Context: an optimization exercise on an open-source flow, tuned for small area, a short achievable clock period and few clock cycles. The choices shown serve that exercise and are no tape-out recipe. The RTL was checked by simulation tests, not by an equivalence proof against the original design. Power figures rest on the tool's default switching activity, not on a simulated workload.

--- design.v ---
module itp_ram (
  input  logic       clk_i,
  input  logic       wea_i,
  input  logic [7:0] wah_i,
  input  logic [7:0] wal_i,
  input  logic [7:0] wda_i,
  input  logic       web_i,
  input  logic [7:0] wbh_i,
  input  logic [7:0] wbl_i,
  input  logic [7:0] wdb_i,
  input  logic [7:0] rah_i,
  input  logic [7:0] ral_i,
  output logic [7:0] rda_o,
  input  logic [7:0] rbh_i,
  input  logic [7:0] rbl_i,
  output logic [7:0] rdb_o
);
  logic [7:0] mem_q [64];
  always_ff @(posedge clk_i) begin
    for (int i = 0; i < 64; i++) begin
      if (wea_i && wah_i[i / 8] && wal_i[i % 8])      mem_q[i] <= wda_i;
      else if (web_i && wbh_i[i / 8] && wbl_i[i % 8]) mem_q[i] <= wdb_i;
    end
  end
  always_comb begin
    logic [7:0] ga, gb;
    rda_o = '0;
    rdb_o = '0;
    for (int g = 0; g < 8; g++) begin
      ga = '0;
      gb = '0;
      for (int j = 0; j < 8; j++) begin
        ga = ga | (mem_q[8 * g + j] & {8{ral_i[j]}});
        gb = gb | (mem_q[8 * g + j] & {8{rbl_i[j]}});
      end
      rda_o = rda_o | (ga & {8{rah_i[g]}});
      rdb_o = rdb_o | (gb & {8{rbh_i[g]}});
    end
  end
endmodule
module itp_prec_unit (
  input  logic [7:0] c_i,
  output logic       operand_o,
  output logic       open_o,      
  output logic       close_o,     
  output logic       op_o,        
  output logic [2:0] ge_o
);
  assign operand_o = ((c_i >= 8'h61) && (c_i <= 8'h7A)) ||
                     ((c_i >= 8'h41) && (c_i <= 8'h5A)) ||
                     ((c_i >= 8'h30) && (c_i <= 8'h39));
  assign open_o    = (c_i == 8'h29);
  assign close_o   = (c_i == 8'h28);
  assign op_o      = !operand_o && !open_o && !close_o;
  assign ge_o[2] = (c_i == 8'h5E);
  assign ge_o[1] = ge_o[2] || (c_i == 8'h2A) || (c_i == 8'h2F);
  assign ge_o[0] = ge_o[1] || (c_i == 8'h2B) || (c_i == 8'h2D);
endmodule
module infix_to_prefix_converter_unit (
  input  logic       clk_i,
  input  logic       rst_ni,
  input  logic       s_axis_tvalid,
  output logic       s_axis_tready,
  input  logic [7:0] s_axis_tdata,    
  input  logic       s_axis_tlast,
  output logic       m_axis_tvalid,
  input  logic       m_axis_tready,
  output logic [7:0] m_axis_tdata,    
  output logic       m_axis_tlast,
  output logic [1:0] m_axis_tuser     
);
  localparam logic [7:0] CH_CLOSE = 8'h29;
  localparam logic [1:0] STAT_OK       = 2'd0;
  localparam logic [1:0] STAT_OVERFLOW = 2'd1;
  localparam logic [1:0] STAT_UNBAL    = 2'd2;
  localparam int SD = 65;   
  localparam int SW = 17;
  localparam int Y_OPD = 8, Y_OPN = 7, Y_CLS = 6, Y_OP = 5, Y_G3 = 4, Y_G2 = 3, Y_G1 = 2;
  localparam int Y_FIN = 1, Y_OVF = 0;
  function automatic logic [7:0] oh8(input logic [2:0] a);
    oh8 = 8'd1 << a;
  endfunction
  logic [6:0] wa_q;        
  logic [6:0] abase_q;     
  logic [6:0] acnt_q;      
  logic       aovf_q;      
  logic [7:0] aprev_q;     
  logic [6:0] used_q;      
  localparam int QA = 4;
  logic [2:0] qa_cnt_q;
  logic [$clog2(QA)-1:0] qa_h_q, qa_t_q;    
  logic [6:0] qa_b_q [QA];       
  logic [6:0] qa_n_q [QA];
  logic       qa_o_q [QA];
  logic [7:0] qa_c_q [QA];
  logic [7:0] qa_p_q [QA];
  logic        b_run_q;
  logic [7:0]  rph_q, rpl_q;    
  logic [6:0]  rem_q;      
  logic        finp_q;     
  logic [5:0]  wp_q;       
  logic [6:0]  mcnt_q;     
  logic [6:0]  bend_q;     
  logic [6:0]  blen_q;     
  logic [6:0]  gap_q;      
  logic          r_v_q;
  logic [7:0]    r_d_q;
  logic          r_fin_q;
  logic          f0_v_q, f1_v_q;
  logic [SW-1:0] f0_q, f1_q;
  logic [7:0] s0_q, s1_q;
  logic [7:0] sdp_q [SD-2];
  logic       pk_push_q, pk_pop_q;
  logic [7:0] pk_d_q;
  logic [6:0] sd_q;
  logic       sd0_q, sd1_q, sd2_q;   
  logic       dd_q;
  logic       s0_opn_q, s1_opn_q;
  logic [2:0] s0_ge_q, s1_ge_q;
  logic [1:0] qc_cnt_q;
  logic       qc_s_q  [2];
  logic [1:0] qc_st_q [2];
  logic [6:0] qc_lo_q [2];
  logic [6:0] qc_hi_q [2];
  logic [6:0] qc_fr_q [2];    
  logic        c_run_q;
  logic [6:0]  cp_q;       
  logic [7:0]  cph_q, cpl_q;    
  logic [6:0]  cend_q;
  logic       wqa_v_q, wqb_v_q;
  logic [7:0] wqa_h_q, wqa_l_q, wqb_h_q, wqb_l_q;
  logic [7:0] wqa_d_q, wqb_d_q;
  logic       ov_q;
  logic [7:0] od_q;
  logic       ol_q;
  logic [1:0] ou_q;
  logic       ram_wea, ram_web;
  logic [7:0] ram_wdb;
  logic [6:0] used_d;
  logic [7:0] ram_rda, ram_rdb;
  itp_ram u_ram (
    .clk_i (clk_i),
    .wea_i (wqa_v_q),
    .wah_i (wqa_h_q),
    .wal_i (wqa_l_q),
    .wda_i (wqa_d_q),
    .web_i (wqb_v_q),
    .wbh_i (wqb_h_q),
    .wbl_i (wqb_l_q),
    .wdb_i (wqb_d_q),
    .rah_i (rph_q),
    .ral_i (rpl_q),
    .rda_o (ram_rda),
    .rbh_i (cph_q),
    .rbl_i (cpl_q),
    .rdb_o (ram_rdb)
  );
  logic       a_full;
  logic       s_fire;
  logic       a_rel;
  logic       qa_push, qa_pop;
  logic [6:0] qa_push_n;
  logic       tready_q;    
  logic       aovf_d;
  logic [6:0] acnt_d;
  logic [2:0] qa_cnt_d;
  assign a_full        = aovf_q || acnt_q[6];
  assign s_axis_tready = tready_q;
  assign s_fire        = s_axis_tvalid && tready_q;
  assign ram_wea       = s_fire && !a_full;
  assign a_rel         = s_fire && s_axis_tlast && a_full;
  assign qa_push       = s_fire && s_axis_tlast;
  assign qa_push_n     = acnt_q + 7'd1;
  always_comb begin
    acnt_d = acnt_q;
    aovf_d = aovf_q;
    if (s_fire) begin
      if (s_axis_tlast) begin
        acnt_d = '0;
        aovf_d = 1'b0;
      end else if (a_full) begin
        aovf_d = 1'b1;
      end else begin
        acnt_d = acnt_q + 7'd1;
      end
    end
  end
  always_ff @(posedge clk_i or negedge rst_ni) begin
    if (!rst_ni) begin
      wa_q    <= '0;
      abase_q <= '0;
      acnt_q  <= '0;
      aovf_q  <= 1'b0;
    end else begin
      acnt_q <= acnt_d;
      aovf_q <= aovf_d;
      if (s_fire) begin
        if (s_axis_tlast && a_full) begin
          wa_q <= abase_q;           
        end else if (!a_full) begin
          wa_q <= wa_q + 7'd1;
          if (s_axis_tlast) abase_q <= wa_q + 7'd1;
        end
      end
    end
  end
  assign qa_cnt_d = qa_cnt_q + {2'b0, qa_push} - {2'b0, qa_pop};
  always_ff @(posedge clk_i or negedge rst_ni) begin
    if (!rst_ni) begin
      tready_q <= 1'b1;
    end else begin
      tready_q <= (qa_cnt_d != 3'(QA)) && (aovf_d || acnt_d[6] || !used_d[6]);
    end
  end
  always_ff @(posedge clk_i) begin
    if (s_fire) aprev_q <= s_axis_tdata;
  end
  always_ff @(posedge clk_i or negedge rst_ni) begin
    if (!rst_ni) begin
      wqa_v_q <= 1'b0;
      wqb_v_q <= 1'b0;
    end else begin
      wqa_v_q <= ram_wea;
      wqb_v_q <= ram_web;
    end
  end
  always_ff @(posedge clk_i) begin
    wqa_h_q <= oh8(wa_q[5:3]);
    wqa_l_q <= oh8(wa_q[2:0]);
    wqa_d_q <= s_axis_tdata;
    wqb_h_q <= oh8(wp_q[5:3]);
    wqb_l_q <= oh8(wp_q[2:0]);
    wqb_d_q <= ram_wdb;
  end
  always_ff @(posedge clk_i or negedge rst_ni) begin
    if (!rst_ni) begin
      used_q   <= '0;
      qa_cnt_q <= '0;
      qa_h_q   <= '0;
      qa_t_q   <= '0;
    end else begin
      used_q   <= used_d;
      qa_cnt_q <= qa_cnt_d;
      if (qa_pop)  qa_h_q <= qa_h_q + 1'b1;
      if (qa_push) qa_t_q <= qa_t_q + 1'b1;
    end
  end
  always_ff @(posedge clk_i) begin
    if (qa_cnt_q != 3'(QA)) begin
      qa_b_q[qa_t_q] <= a_full ? abase_q : (wa_q + 7'd1);
      qa_n_q[qa_t_q] <= qa_push_n;
      qa_o_q[qa_t_q] <= a_full;
      qa_c_q[qa_t_q] <= s_axis_tdata;
      qa_p_q[qa_t_q] <= aprev_q;
    end
  end
  logic [6:0] hq_b, hq_n;
  logic       hq_o;
  logic [7:0] hq_c, hq_p;
  assign hq_b = qa_b_q[qa_h_q];
  logic [5:0] hq_r;
  assign hq_r = hq_b[5:0] - 6'd3;
  assign hq_n = qa_n_q[qa_h_q];
  assign hq_o = qa_o_q[qa_h_q];
  assign hq_c = qa_c_q[qa_h_q];
  assign hq_p = qa_p_q[qa_h_q];
  logic       rc_opd, rc_opn, rc_cls, rc_op;
  logic [2:0] rc_ge;
  logic       lc_opd, lc_opn, lc_cls, lc_op;
  logic [2:0] lc_ge;
  logic       pc_opd, pc_opn, pc_cls, pc_op;
  logic [2:0] pc_ge;
  logic       s2_opd_unused, s2_opn, s2_cls_unused, s2_op_unused;
  logic [2:0] s2_ge;
  itp_prec_unit u_rcls (
    .c_i (r_d_q), .operand_o (rc_opd), .open_o (rc_opn), .close_o (rc_cls), .op_o (rc_op),
    .ge_o (rc_ge)
  );
  itp_prec_unit u_lcls (
    .c_i (hq_c), .operand_o (lc_opd), .open_o (lc_opn), .close_o (lc_cls), .op_o (lc_op),
    .ge_o (lc_ge)
  );
  itp_prec_unit u_pcls (
    .c_i (hq_p), .operand_o (pc_opd), .open_o (pc_opn), .close_o (pc_cls), .op_o (pc_op),
    .ge_o (pc_ge)
  );
  logic [7:0] s2_d;
  assign s2_d = pk_pop_q ? sdp_q[1] : (pk_push_q ? pk_d_q : sdp_q[0]);
  itp_prec_unit u_scls (
    .c_i (s2_d), .operand_o (s2_opd_unused), .open_o (s2_opn), .close_o (s2_cls_unused),
    .op_o (s2_op_unused), .ge_o (s2_ge)
  );
  logic [SW-1:0] r_sym, lc_sym, pc_sym, fin_sym, ovf_sym;
  assign r_sym   = r_fin_q ? fin_sym
                           : {r_d_q, rc_opd, rc_opn, rc_cls, rc_op, rc_ge, 1'b0, 1'b0};
  assign lc_sym  = {hq_c, lc_opd, lc_opn, lc_cls, lc_op, lc_ge, 1'b0, 1'b0};
  assign pc_sym  = {hq_p, pc_opd, pc_opn, pc_cls, pc_op, pc_ge, 1'b0, 1'b0};
  assign fin_sym = {8'h00, 1'b0, 1'b0, 1'b1, 1'b0, 3'b000, 1'b1, 1'b0};
  assign ovf_sym = {8'h00, 1'b0, 1'b0, 1'b0, 1'b0, 3'b000, 1'b0, 1'b1};
  logic       step;
  logic       adv;          
  logic       emit;         
  logic       emit_s;       
  logic       s_push, s_pop, s_repl;
  logic       dd_set, dd_clr;
  logic       fin;
  logic [1:0] fin_st;
  logic       pop0, pop1;
  logic       b_start;
  logic       qc_push, qc_pop;
  logic       qc_push_s;
  logic [1:0] qc_push_st;
  logic [6:0] qc_push_lo, qc_push_hi, qc_push_fr;
  logic [6:0] bend_m1, gap_m1;
  function automatic logic popc(input logic [2:0] c, input logic [2:0] t);
    popc = c[2] ? t[2] : (t[2] || (t[1] && !c[1]) || (t[0] && !c[0]));
  endfunction
  assign step = f0_v_q && !qc_cnt_q[1];    
  assign pop0 = popc(f0_q[Y_G3:Y_G1], s0_ge_q);
  assign pop1 = popc(f0_q[Y_G3:Y_G1], s1_ge_q);
  always_comb begin
    adv    = 1'b0;
    emit   = 1'b0;
    emit_s = 1'b0;
    s_push = 1'b0;
    s_pop  = 1'b0;
    s_repl = 1'b0;
    dd_set = 1'b0;
    dd_clr = 1'b0;
    fin    = 1'b0;
    fin_st = STAT_OK;
    if (step) begin
      if (f0_q[Y_OVF]) begin
        fin    = 1'b1;
        fin_st = STAT_OVERFLOW;
      end else if (f0_q[Y_OPD]) begin
        emit = 1'b1;
        adv  = 1'b1;
      end else if (f0_q[Y_OPN]) begin
        if (dd_q) begin
          s_repl = 1'b1;
          dd_clr = 1'b1;
        end else begin
          s_push = 1'b1;
        end
        adv = 1'b1;
      end else if (dd_q) begin
        if (f0_q[Y_OP] && !sd1_q && !pop1) begin
          s_repl = 1'b1;
          adv    = 1'b1;
        end else begin
          s_pop = 1'b1;
        end
        dd_clr = 1'b1;
      end else if (sd0_q) begin
        fin    = 1'b1;
        fin_st = STAT_UNBAL;
      end else if (f0_q[Y_CLS]) begin
        if (s0_opn_q) begin
          s_pop = 1'b1;
          adv   = 1'b1;
          if (f0_q[Y_FIN]) begin
            fin    = 1'b1;
            fin_st = sd1_q ? STAT_OK : STAT_UNBAL;
          end
        end else if (s1_opn_q && !sd1_q) begin
          emit   = 1'b1;
          emit_s = 1'b1;
          if (f0_q[Y_FIN]) begin
            fin    = 1'b1;
            fin_st = sd2_q ? STAT_OK : STAT_UNBAL;
          end else begin
            s_pop  = 1'b1;
            adv    = 1'b1;
            dd_set = 1'b1;
          end
        end else begin
          emit   = 1'b1;
          emit_s = 1'b1;
          s_pop  = 1'b1;
        end
      end else if (pop0) begin
        emit   = 1'b1;
        emit_s = 1'b1;
        if (sd1_q || !pop1) begin
          s_repl = 1'b1;
          adv    = 1'b1;
        end else begin
          s_pop = 1'b1;
        end
      end else begin
        s_push = 1'b1;
        adv    = 1'b1;
      end
    end
  end
  assign ram_web = emit;
  assign ram_wdb = emit_s ? s0_q : f0_q[SW-1:SW-8];
  assign b_start    = (!b_run_q || fin) && (qa_cnt_q != 3'd0);
  assign qa_pop     = b_start;
  assign qc_push    = fin;
  assign qc_push_s  = (fin_st != STAT_OK) || ((mcnt_q == '0) && !emit);
  assign qc_push_st = fin_st;
  assign bend_m1    = bend_q - mcnt_q - 7'd1;
  assign gap_m1     = gap_q - 7'd1;
  assign qc_push_lo = emit ? bend_m1 : (bend_q - mcnt_q);
  assign qc_push_hi = bend_q;
  assign qc_push_fr = qc_push_s ? blen_q : (emit ? gap_m1 : gap_q);
  logic          a0_v, a1_v;
  logic [SW-1:0] a0, a1;
  logic          mv;        
  logic          fetch;     
  always_comb begin
    if (adv) begin
      a0_v = f1_v_q;
      a0   = f1_q;
      a1_v = 1'b0;
    end else begin
      a0_v = f0_v_q;
      a0   = f0_q;
      a1_v = f1_v_q;
    end
    a1 = f1_q;
    mv = r_v_q && !a1_v;
    if (mv) begin
      if (!a0_v) begin
        a0_v = 1'b1;
        a0   = r_sym;
      end else begin
        a1_v = 1'b1;
        a1   = r_sym;
      end
    end
    fetch = b_run_q && ((rem_q != '0) || finp_q) && (!r_v_q || mv);
  end
  always_ff @(posedge clk_i or negedge rst_ni) begin
    if (!rst_ni) begin
      b_run_q <= 1'b0;
      rem_q   <= '0;
      finp_q  <= 1'b0;
      r_v_q   <= 1'b0;
      f0_v_q  <= 1'b0;
      f1_v_q  <= 1'b0;
      sd_q    <= '0;
      sd0_q   <= 1'b1;
      sd1_q   <= 1'b0;
      sd2_q   <= 1'b0;
      dd_q    <= 1'b0;
      mcnt_q  <= '0;
    end else if (b_start) begin
      b_run_q <= 1'b1;
      rem_q   <= (hq_o || (hq_n == 7'd1)) ? 7'd0 : (hq_n - 7'd2);
      finp_q  <= !hq_o && (hq_n != 7'd1);
      r_v_q   <= 1'b0;
      f0_v_q  <= 1'b1;
      f1_v_q  <= !hq_o;
      sd_q    <= 7'd1;
      sd0_q   <= 1'b0;
      sd1_q   <= 1'b1;
      sd2_q   <= 1'b0;
      dd_q    <= 1'b0;
      mcnt_q  <= '0;
    end else begin
      if (fin) b_run_q <= 1'b0;
      if (fetch) begin
        if (rem_q != '0) rem_q  <= rem_q - 7'd1;
        else             finp_q <= 1'b0;
      end
      r_v_q  <= (fetch || (r_v_q && !mv)) && !fin;
      f0_v_q <= a0_v && !fin;
      f1_v_q <= a1_v && !fin;
      if (s_push) begin
        sd_q  <= sd_q + 7'd1;
        sd0_q <= 1'b0;
        sd1_q <= sd0_q;
        sd2_q <= sd1_q;
      end else if (s_pop) begin
        sd_q  <= sd_q - 7'd1;
        sd0_q <= sd1_q;
        sd1_q <= sd2_q;
        sd2_q <= (sd_q == 7'd3);
      end
      if (dd_set)      dd_q <= 1'b1;
      else if (dd_clr) dd_q <= 1'b0;
      if (emit) mcnt_q <= mcnt_q + 7'd1;
    end
  end
  always_ff @(posedge clk_i) begin
    if (b_start) begin
      rph_q  <= oh8(hq_r[5:3]);
      rpl_q  <= oh8(hq_r[2:0]);
      blen_q <= hq_o ? 7'd0 : hq_n;
      gap_q  <= hq_n;
      wp_q   <= hq_b[5:0] - 6'd1;
      bend_q <= hq_b;
      f0_q   <= hq_o ? ovf_sym : lc_sym;
      f1_q   <= (hq_n == 7'd1) ? fin_sym : pc_sym;
    end else begin
      if (fetch && (rem_q != '0)) begin
        rpl_q <= {rpl_q[0], rpl_q[7:1]};
        if (rpl_q[0]) rph_q <= {rph_q[0], rph_q[7:1]};
      end
      if (emit) wp_q <= wp_q - 6'd1;
      if (emit) gap_q <= gap_m1;
      f0_q <= a0;
      f1_q <= a1;
    end
    if (fetch) begin
      r_d_q   <= ram_rda;
      r_fin_q <= (rem_q == '0);
    end
  end
  always_ff @(posedge clk_i) begin
    if (b_start) begin
      s0_q     <= CH_CLOSE;
      s0_opn_q <= 1'b1;
      s0_ge_q  <= 3'b000;
    end else if (s_push) begin
      s0_q     <= f0_q[SW-1:SW-8];
      s0_opn_q <= f0_q[Y_OPN];
      s0_ge_q  <= f0_q[Y_G3:Y_G1];
      s1_q     <= s0_q;
      s1_opn_q <= s0_opn_q;
      s1_ge_q  <= s0_ge_q;
    end else if (s_pop) begin
      s0_q     <= s1_q;
      s0_opn_q <= s1_opn_q;
      s0_ge_q  <= s1_ge_q;
      s1_q     <= s2_d;
      s1_opn_q <= s2_opn;
      s1_ge_q  <= s2_ge;
    end else if (s_repl) begin
      s0_q     <= f0_q[SW-1:SW-8];
      s0_opn_q <= f0_q[Y_OPN];
      s0_ge_q  <= f0_q[Y_G3:Y_G1];
    end
    pk_d_q <= s1_q;
    if (pk_push_q) begin
      for (int i = SD - 3; i > 0; i--) sdp_q[i] <= sdp_q[i-1];
      sdp_q[0] <= pk_d_q;
    end else if (pk_pop_q) begin
      for (int i = 0; i < SD - 3; i++) sdp_q[i] <= sdp_q[i+1];
    end
  end
  always_ff @(posedge clk_i or negedge rst_ni) begin
    if (!rst_ni) begin
      pk_push_q <= 1'b0;
      pk_pop_q  <= 1'b0;
    end else begin
      pk_push_q <= s_push && !b_start;
      pk_pop_q  <= s_pop && !b_start;
    end
  end
  always_ff @(posedge clk_i or negedge rst_ni) begin
    if (!rst_ni) begin
      qc_cnt_q <= '0;
    end else begin
      qc_cnt_q <= qc_cnt_q + {1'b0, qc_push} - {1'b0, qc_pop};
    end
  end
  always_ff @(posedge clk_i) begin
    if (qc_pop) begin
      qc_s_q[0]  <= qc_s_q[1];
      qc_st_q[0] <= qc_st_q[1];
      qc_lo_q[0] <= qc_lo_q[1];
      qc_hi_q[0] <= qc_hi_q[1];
      qc_fr_q[0] <= qc_fr_q[1];
    end
    if (qc_push) begin
      if ((qc_cnt_q == 2'd0) || ((qc_cnt_q == 2'd1) && qc_pop)) begin
        qc_s_q[0]  <= qc_push_s;
        qc_st_q[0] <= qc_push_st;
        qc_lo_q[0] <= qc_push_lo;
        qc_hi_q[0] <= qc_push_hi;
        qc_fr_q[0] <= qc_push_fr;
      end else begin
        qc_s_q[1]  <= qc_push_s;
        qc_st_q[1] <= qc_push_st;
        qc_lo_q[1] <= qc_push_lo;
        qc_hi_q[1] <= qc_push_hi;
        qc_fr_q[1] <= qc_push_fr;
      end
    end
  end
  logic       e1v_q;
  logic [7:0] e1d_q;
  logic       e1l_q;
  logic [1:0] e1u_q;
  logic       cx_v_q;
  logic [7:0] cx_d_q;
  logic       cx_l_q;
  logic       c_room;
  logic       o_pop;
  logic       c_take;
  logic       c_rd;
  logic       c_add;
  logic [7:0] lo_d;
  logic       lo_l;
  logic [1:0] lo_u;
  logic       c_last;
  logic [5:0] qc_lo6;
  assign c_room = !(ov_q && e1v_q);
  assign o_pop  = ov_q && m_axis_tready;
  assign c_take = c_room && cx_v_q;
  assign c_rd   = c_run_q && (!cx_v_q || c_take);
  assign c_last = ((cp_q + 7'd1) == cend_q);
  assign qc_pop = !c_run_q && (qc_cnt_q != 2'd0) && (!qc_s_q[0] || (c_room && !cx_v_q));
  assign c_add  = c_take || (qc_pop && qc_s_q[0]);
  assign lo_d   = cx_v_q ? cx_d_q : 8'h00;
  assign lo_l   = cx_v_q ? cx_l_q : 1'b1;
  assign lo_u   = cx_v_q ? STAT_OK : qc_st_q[0];
  assign qc_lo6 = qc_lo_q[0][5:0];
  logic [6:0] used_p1, used_m1, used_f, used_pf;
  assign used_p1 = used_q + 7'd1;
  assign used_m1 = used_q - 7'd1;
  assign used_f  = used_q - qc_fr_q[0];
  assign used_pf = used_p1 - qc_fr_q[0];
  always_comb begin
    if (ram_wea) used_d = c_rd ? used_q : (qc_pop ? used_pf : used_p1);
    else         used_d = c_rd ? used_m1 : (qc_pop ? used_f : used_q);
    if (a_rel) used_d[6] = !used_d[6];
  end
  always_ff @(posedge clk_i or negedge rst_ni) begin
    if (!rst_ni) begin
      c_run_q <= 1'b0;
      cp_q    <= '0;
      cx_v_q  <= 1'b0;
      ov_q    <= 1'b0;
      e1v_q   <= 1'b0;
    end else begin
      if (c_run_q) begin
        if (c_rd) begin
          cp_q <= cp_q + 7'd1;
          if (c_last) c_run_q <= 1'b0;
        end
      end else if (qc_pop) begin
        if (qc_s_q[0]) begin
          cp_q <= qc_hi_q[0];
        end else begin
          cp_q    <= qc_lo_q[0];
          c_run_q <= 1'b1;
        end
      end
      if (c_rd)        cx_v_q <= 1'b1;
      else if (c_take) cx_v_q <= 1'b0;
      if (ov_q && !o_pop) begin
        if (!e1v_q) e1v_q <= c_add;
      end else if (e1v_q) begin
        ov_q  <= 1'b1;
        e1v_q <= c_add;
      end else begin
        ov_q  <= c_add;
        e1v_q <= 1'b0;
      end
    end
  end
  always_ff @(posedge clk_i) begin
    if (c_rd) begin
      cx_d_q <= ram_rdb;
      cx_l_q <= c_last;
      cpl_q  <= {cpl_q[6:0], cpl_q[7]};
      if (cpl_q[7]) cph_q <= {cph_q[6:0], cph_q[7]};
    end else if (!c_run_q && qc_pop) begin
      cph_q <= oh8(qc_lo6[5:3]);
      cpl_q <= oh8(qc_lo6[2:0]);
    end
    if (qc_pop && !qc_s_q[0]) cend_q <= qc_hi_q[0];
    if (ov_q && !o_pop) begin
      if (!e1v_q) begin
        e1d_q <= lo_d;
        e1l_q <= lo_l;
        e1u_q <= lo_u;
      end
    end else if (e1v_q) begin
      od_q  <= e1d_q;
      ol_q  <= e1l_q;
      ou_q  <= e1u_q;
      e1d_q <= lo_d;
      e1l_q <= lo_l;
      e1u_q <= lo_u;
    end else begin
      od_q <= lo_d;
      ol_q <= lo_l;
      ou_q <= lo_u;
    end
  end
  assign m_axis_tvalid = ov_q;
  assign m_axis_tdata  = od_q;
  assign m_axis_tlast  = ol_q;
  assign m_axis_tuser  = ou_q;
endmodule
--- constraint.sdc ---
create_clock -name core_clock -period 6.0 [get_ports {clk_i}]
set_input_delay 1.2000 -clock core_clock [delete_from_list [all_inputs] [get_ports {clk_i}]]
set_output_delay 1.2000 -clock core_clock [all_outputs]
set_load 0.01 [all_outputs]
--- run.sh ---
#!/bin/bash
# synth_recipe.tcl (not shown) runs the flow's synth.tcl, then flattens the netlist and writes it again
# the make line also repeats each setting of config.mk as NAME=value (left out here)
make -C /OpenROAD-flow-scripts/flow DESIGN_CONFIG=/design/flow/config.mk WORK_HOME=/design/flow/orfs CLKGATE_MAP_FILE= SYNTH_SCRIPT=/design/flow/synth_recipe.tcl finish
--- config.mk ---
export PLATFORM = sky130hd
export DESIGN_NAME = infix_to_prefix_converter_unit
export DESIGN_NICKNAME = infix_to_prefix_converter_unit
export VERILOG_FILES = /design/flow/design.v
export SDC_FILE = /design/flow/constraint.sdc
export NUM_CORES = 4
export LEC_CHECK = 0
export ABC_AREA = 1
export CAP_MARGIN = 20
export CORE_MARGIN = 2
export CORE_UTILIZATION = 30
export SETUP_SLACK_MARGIN = 3.5
export SLEW_MARGIN = 20
export TNS_END_PERCENT = 30
==> run notes <==
final timing paths:
| path | endpoint | slack (ns) | cells after the start |
|---|---|---|---|
| min in group asynchronous | wa_q[1] | 0.47 | 1 |
| setup / recovery | s_axis_tready | 3.28 | 1 |
| max in group asynchronous | sd0_q | 4.49 | 2 |
| hold reg to reg | pk_d_q[5] | 0.38 | 0 |
| setup reg to reg | cx_d_q[1] | 3.29 | 6 |
| hold / removal | pk_d_q[5] | 0.38 | 0 |
layer usage:
metal	vias to the layer above	track usage, %	part of all wire, %
met5	-	0	0.018
met4	6	9.75	5.6
met3	738	4.45	10
met2	3035	27.5	44
met1	27036	23.1	40
li1	25798	-	-
timing repair:
| item | CTS | global route |
|---|---|---|
| pin swaps | 16 | 30 |
| gates resized for setup | 175 | 131 |
| setup endpoints to repair | 996 | 428 |
| setup buffers | 37 | 53 |
| cloned | 9 | 7 |
state kept, by name (all words and copies together) (netlist names), 14 cells and up:
name / flops
qc_fr_q: 14
u_ram.mem_q: 512
f0_q: 17
qc_hi_q: 14
qa_b_q: 28
qa_p_q: 32
qc_lo_q: 14
f1_q: 16
qa_c_q: 32
sdp_q: 504
qa_n_q: 28
placed cells by master (no fill, tap or decap), types with 19 or more instances in the layout:
cell type   count
dfrtp_1        71
a31oi_1        23
nand2_2        22
clkinv_2       29
nor3_1         50
o2111ai_1      19
nand2_1      2110
clkbuf_16     166
nand3_1       167
inv_1         561
o22ai_1        48
buf_4         163
inv_2          39
ha_1           40
o21ai_1        62
clkinv_1       27
dfxtp_1       101
nand4_1       129
xnor2_1        19
o21ai_0      1067
edfxtp_1     1299
a21oi_1       363
clkbuf_1       40
o211ai_1       39
clkinvlp_4     21
a22o_1         35
nor2_1        386
xor2_1         45
a221oi_1       74
area by class of cell:
class,count,share of cell area (%)
Multi-Input combinational cell,4920,29.6
Clock inverter,88,1.23
Sequential cell,1499,53.1
Timing Repair Buffer,234,2.86
Tap cell,3167,4.83
Inverter,630,3.04
Antenna cell,4,0.0122
Clock buffer,212,5.32
Timing Repair inverter,4,0.0382
synth_stat cells, drive strengths merged, types with 35 or more instances:
cell type	number
a21oi	377
clkbuf	345
o211ai	39
nand2	2141
nand4	132
dfxtp	116
ha	47
xor2	47
nor3	57
a22o	35
dfrtp	82
nand3	181
a221oi	82
o21ai	1142
inv	621
o22ai	48
buf	135
edfxtp	1299
nor2	415
where the power goes:
| group | switching, mW | leakage, nW | internal (mW) |
|---|---|---|---|
| sequential | 1.80 | 13.9 | 15.3 |
| clock | 4.38 | 2.60 | 5.76 |
| combinational | 12.4 | 14.1 | 5.33 |
per-stage QoR:
stage / power, mW / TNS [ns] / cells / worst slack [ns]
global placement: 32.5 / 0 / 10346 / 1.85
floorplan: 27.4 / -1314.47 / 7524 / -2.65
CTS: 43.8 / 0 / 10693 / 3.20
detailed placement: 32.9 / 0 / 10347 / 1.97
finish: 44.9 / 0 / 10758 / 3.28
global route: 47.1 / 0 / 10755 / 3.21
logic make-up (layout without fill, tap and decap cells):
group | count (synthesis) | in the layout | synth area share, %
mux | 15 | 15 | 0.236
xor+xnor | 66 | 66 | 0.819
flops | 1499 | 1499 | 60.8
simple gates | 2949 | 2954 | 16.7
compound gates | 1833 | 1833 | 14.3
other cells | 0 | 4 | 0
fa+ha+maj | 52 | 52 | 0.963
buf+inv | 1110 | 1168 | 6.21
==> impl_metrics.tcl <==
set metrics [dict create \
    drive_above_1_share_pct 9.70 \
    cp_slowest_cell "dfstp_2" \
    ant_nets 0 \
    die_w_um 492 \
    drv_slew 0 \
    cp_top_family "flip-flops" \
    path_class "reg -> out" \
    cp-start-kind "flop" \
    async_reset_ff_share_pct 5.60 \
    cts_root_buf "clkbuf_16" \
    clk_latency_ns 0.85 \
    grtUsageTotal_pct 17.9 \
    synth_top_area_share_pct 54.6 \
    grt_pass1_wl_um 333000 \
    drt_iter0_drc 6985 \
    syn_to_final_growth_pct 14.7 \
    synth_edf_count 1299 \
    routedWlPerCell_um 21.0 \
    crit_path_max_incr_delay_ns 0.57 \
    coreArea_sq_um 237000 \
    synth_ff_type "edfxtp_1" \
    syn_area_sq_um 71500 \
    dpl.hpwl_um 137000 \
    synth_fp_nets 7589 \
    synth_top_area_cell "edfxtp_1" \
    postSynthCellCount 7524 \
    yosys-top-cells-area "edfxtp_1 (55%), nand2_1 (11%), o21ai_0 (7.8%)" \
    rows 179 \
    grt_max_degree 196 \
    p_per_area_nw_per_um2 547 \
    cts-buffers-inserted 161 \
    power_leakage_nw 30.6 \
    hold_path.class "reg -> reg" \
    critPathMaxFanout 2 \
    hold_ws_ns 0.377 \
    hold_buffers 0 \
    synth.distinct_cells 75 \
    post-route-util_pct 34.5 \
    fin_crit_ns 2.72 \
    cp_cell_sequence "buf_6" \
    vias 56613 \
    fin_skew_ns 0.0611 \
    hold_viol_final 0 \
    relSlewSlack_pct 17.6 \
    htreeDepth 4 \
    multiInputGateArea_sq_um 24300 \
    cp.arrival_ns 1.52 \
    synth-seq-area-share_pct 60.8 \
    design.die.area_sq_um 242000 \
    clk_pin_slew_ns 0.06 \
    grt_pass1_vias 53444 \
    cts_max_path_buffers 3 \
    max_slew.worst_pin.slew_ns 1.23 \
    vdd_drop_max_v 0.000406 \
    syn_area_per_cell_sq_um 9.50 \
    post-route-cell-area_sq_um 82000 \
    ys_warn_count 9 \
    drv_cap 0 \
    placed_cell_area_sq_um 74700 \
    fin_crit_sh_pct 45.3 \
    regArea_sq_um 43500 \
    cts_tree "yes" \
    rsz0062_at_grt "yes" \
    wl_um 226000 \
    crit_path_start "tready_q" \
    die_h_um 492 \
    grt-ovfl-total 0 \
    max_freq_ghz 0.368 \
    finalNetCount 7515 \
    viasPerCell 5.26 \
    status "complete, no violations" \
    io_buffers 25 \
    crit_path_end_kind "primary output" \
    io_pins 26 \
    drc 0 \
    min_from "s1_q[5]" \
    worst-path-buf-inv 1 \
    rr_startpoint "cpl_q[7]" \
    required_ns 4.80 \
    antenna_found_initial 9 \
    ys_ff_latch 1499 \
    dr.pass1.iters 7 \
    cts_num_sinks 1499 \
    initial_core_util_pct 30.1 \
    setup_viol 0 \
    gp_congestion 0.976 \
    n_fill_cell 23672 \
]
Testbench counts, summed over its fixed seeds: cycles 7,804.

re-timing with driven ports:
No port has a modelled driver above. Below, the same layout with a new extraction and two added sets of constraints. Step 1 (the two cells are an assumption about what drives the block):
set clk [get_ports {clk_i}]
set_driving_cell -lib_cell sky130_fd_sc_hd__clkbuf_16 $clk
set_driving_cell -lib_cell sky130_fd_sc_hd__buf_2 [delete_from_list [all_inputs] $clk]
Step 2 moves the port delays by t, midway between the first and last clock arrival at a register: inputs arrive t later, outputs are due t later. That takes back most of the time a late clock gives input paths. Three values: no drivers, after step 1, after step 2; two values: the first two.
shift t [ns]: 0.897
setup slack, ns: 3.283 / 3.201 / 2.502
slew at the worst register clock pin (ns): 0.07 / 0.07
pins driven straight from the clock port: 1
After both steps this run still meets setup and hold. The setup slack of this run moves by -0.082 ns with the drivers and by -0.781 ns with both steps.
